What follows belongs to an exercise in optimizing a design on an open flow for a short achievable clock period and few clock cycles per item; a production flow would make more cautious choices.
Only simulation tests tie the RTL to the original design; equivalence was not proved.
The clock port is modelled as an ideal driver, which makes a skipped or thinned clock tree look cheaper than it is; a real chip needs a root buffer or a tree.

== job 103 ==
Design pipe3_fwd_core, start of the top module:
module pipe3_fwd_core #(
    parameter int DW   = 32,
    parameter int NREG = 32
) (
    input  logic          clk,
    input  logic          rst,
    input  logic [31:0]   InstrIn,
    input  logic          in_valid,
    input  logic          stall,
    output logic          in_ready,
    output logic [DW-1:0] Out,
    output logic          out_valid,
    output logic [15:0]   retire_cnt
);
For scale: ~8200 cells after synthesis, ~86 I/O pins, roughly 0.088 sq mm of cells after synthesis.
Settings: LEC_CHECK=0, CAP_MARGIN=20, CORE_MARGIN=2, CORE_UTILIZATION=60, SETUP_SLACK_MARGIN=3.6, SLEW_MARGIN=20, SYNTH_HIERARCHICAL=1, SYNTH_MINIMUM_KEEP_SIZE=0; clock period 5.0 ns.
standard.sh (not shown) runs the stock make flow with config.mk's settings and CLKGATE_MAP_FILE= SYNTH_SCRIPT=/design/flow/synth_recipe.tcl, a recipe that flattens the netlist after the stock synthesis.
==> flow/flow/run.sh <==
#!/bin/bash
# Standard ORFS layout with these changes:
#  - synthesis maps no half/full-adder cells (ADDER_MAP_FILE empty), and slow
#    stacked/compound cells are on the don't-use list (flow/slow_cells.txt),
#    so ABC and the resizer build the logic from faster gates; registers map
#    exactly as in the standard flow;
#  - the resizer may swap a cell for any of the same function
#    (MATCH_CELL_FOOTPRINT=0);
#  - CTS is ORFS's own cts.tcl with clock_tree_synthesis replaced by a
#    two-level tree built by flow/mytree.tcl (4 root buffers on the clock
#    port, each driving balanced leaf buffers of at most 24 clock pins),
#    which has a lower insertion delay than the three-level H-tree;
#  - the timing repair after CTS and after global routing runs three times
#    (one pass leaves easy fixes undone).
# Each step's full output goes to a log file of its own in this folder.
set -euo pipefail
WORK=$PWD
PLAT_DU=$(awk '/export DONT_USE_CELLS \+= /{f=1} f{print} f && !/\\$/{exit}' \
    "$FLOW_HOME/platforms/sky130hd/config.mk" | grep -o 'sky130_fd_sc_hd__[a-z0-9_]*' | tr '\n' ' ')
SLOW=$(grep -o 'sky130_fd_sc_hd__[a-z0-9_*]*' flow/slow_cells.txt | tr '\n' ' ')
VARS=(ADDER_MAP_FILE= "DONT_USE_CELLS=$PLAT_DU $SLOW" MATCH_CELL_FOOTPRINT=0)

bash standard.sh "${VARS[@]}" place > "$WORK/log_1_place.log" 2>&1

grep -q '^log_cmd clock_tree_synthesis {\*}\$cts_args$' "$FLOW_HOME/scripts/cts.tcl"
grep -q '^  repair_timing_helper$' "$FLOW_HOME/scripts/cts.tcl"
sed -e "s#^log_cmd clock_tree_synthesis {\*}\$cts_args\$#source $WORK/flow/mytree.tcl\nmytree_build clk 4 24 sky130_fd_sc_hd__clkbuf_16#" \
    -e "s#^  repair_timing_helper\$#  repair_timing_helper\n  repair_timing_helper\n  repair_timing_helper#" \
    "$FLOW_HOME/scripts/cts.tcl" > "$WORK/my_cts.tcl"
bash standard.sh "${VARS[@]}" run RUN_SCRIPT="$WORK/my_cts.tcl" RUN_LOG_NAME_STEM=4_1_cts \
    > "$WORK/log_2_cts.log" 2>&1
bash standard.sh "${VARS[@]}" cts > "$WORK/log_3_cts_copy.log" 2>&1

grep -q '^    repair_timing_helper$' "$FLOW_HOME/scripts/global_route.tcl"
sed -e "s#^    repair_timing_helper\$#    repair_timing_helper\n    repair_timing_helper\n    repair_timing_helper#" \
    "$FLOW_HOME/scripts/global_route.tcl" > "$WORK/my_grt.tcl"
bash standard.sh "${VARS[@]}" run RUN_SCRIPT="$WORK/my_grt.tcl" RUN_LOG_NAME_STEM=5_1_grt \
    > "$WORK/log_4_grt.log" 2>&1

bash standard.sh "${VARS[@]}" finish > "$WORK/log_5_finish.log" 2>&1
Other scripts of this flow, unchanged in this note and not shown: flow/flow/mytree.tcl, flow/flow/slow_cells.txt
Job 103 completed end to end with timing, DRC and antenna clean.
Testbench counts of job 103, summed over its fixed seeds: cycles 33,011, instrs 32,000.
What job 105 does differently from job 103 at the input level:
# job 103
export LEC_CHECK = 0
export CAP_MARGIN = 20
export CORE_MARGIN = 2
export CORE_UTILIZATION = 60
export SETUP_SLACK_MARGIN = 3.6
export SLEW_MARGIN = 20
export SYNTH_HIERARCHICAL = 1
export SYNTH_MINIMUM_KEEP_SIZE = 0
create_clock -name core_clock -period 5.0 [get_ports {clk}]
# job 105
export LEC_CHECK = 0
export CAP_MARGIN = 20
export CORE_MARGIN = 2
export CORE_UTILIZATION = 55
export SETUP_SLACK_MARGIN = 3.2
export SLEW_MARGIN = 20
export SYNTH_HIERARCHICAL = 1
export SYNTH_MINIMUM_KEEP_SIZE = 0
create_clock -name core_clock -period 5.0 [get_ports {clk}]
--- outcome ---
Every stage of the flow completed for job 105, and the final layout passed the timing, design-rule and antenna checks.
Total setup buffers inserted after CTS: job 105 vs job 103 down 15%
In the metrics for job 103 and job 105, the one carrying the lower critical path required time is job 103.
When job 105 is measured against job 103, its worst setup skew after layout turns out 0.015 ns lower.
Job 105 ended with less time the worst path needs with I/O delays and setup than job 103.
In every run of this note, the design's own scripts or RTL, not TritonCTS, make the clock network.

========
## main
Another version of the RTL of pipe3_fwd_core (not shown whole).
For scale: roughly 8200 cells after synthesis, about 86 I/O pins.
Settings: LEC_CHECK=0, CAP_MARGIN=20, CORE_MARGIN=2, CORE_UTILIZATION=55, SETUP_SLACK_MARGIN=3.0, SLEW_MARGIN=20, SYNTH_HIERARCHICAL=1, SYNTH_MINIMUM_KEEP_SIZE=0; clock period 5.0 ns.
Scripts as last shown in full above: flow/flow/run.sh
Other scripts of this flow, unchanged in this note and not shown: flow/flow/mytree.tcl, flow/flow/slow_cells.txt
Testbench counts of main, summed over its fixed seeds: cycles 33,011, instrs 32,000.
What the feature branch does differently from main at the input level:
Settings: a change of SETUP_SLACK_MARGIN from 3.0 to 3.2.
When the final numbers for main and the feature branch were put side by side, the met1 usage in global routing turned out to be greater in the feature branch. After detailed routing, main needs less wire than the feature branch. Diff main -> the feature branch | final worst slack | increase of 0.013 ns. Compare main and the feature branch | highest achievable clock rate higher: the feature branch. flop to flop as the type of the tightest min-delay check was reported by main, and primary input to async pin by the feature branch. Cell area after layout on the feature branch is behind main. The feature branch vs main: global routing usage on met2 up.
No run of this note takes its clock network from TritonCTS; it comes from the design's own scripts or RTL.

==> afterwards: timing with drivers on the ports <==
Ports are ideal in the flow. The routed layouts listed here were re-timed in OpenROAD. Step 1, drivers: a clkbuf_16 drives clk and a buf_2 each remaining input, both assumed. Step 2 moves the port delays by t, midway between the first and last clock arrival at a register: inputs arrive t later, outputs are due t later. That takes back most of the time a late clock gives input paths. a / b / c = ideal ports / drivers / drivers and shift; a / b = the first two.
run	t, ns	setup WS [ns]	hold slack, ns
job 103	0.800	2.439 / 2.439 / 2.439	0.355 / 0.279 / 0.355
job 105	0.786	2.671 / 2.509 / 2.314	0.355 / 0.277 / 0.355
main	0.773	2.636 / 2.552 / 2.488	0.334 / 0.334 / 0.334
the feature branch	0.782	2.649 / 2.571 / 2.430	0.330 / 0.172 / 0.337
After both steps setup and hold are still met in every run listed. The setup slack of job 105, which loses most, moves by -0.162 ns with the drivers and by -0.357 ns with both steps.
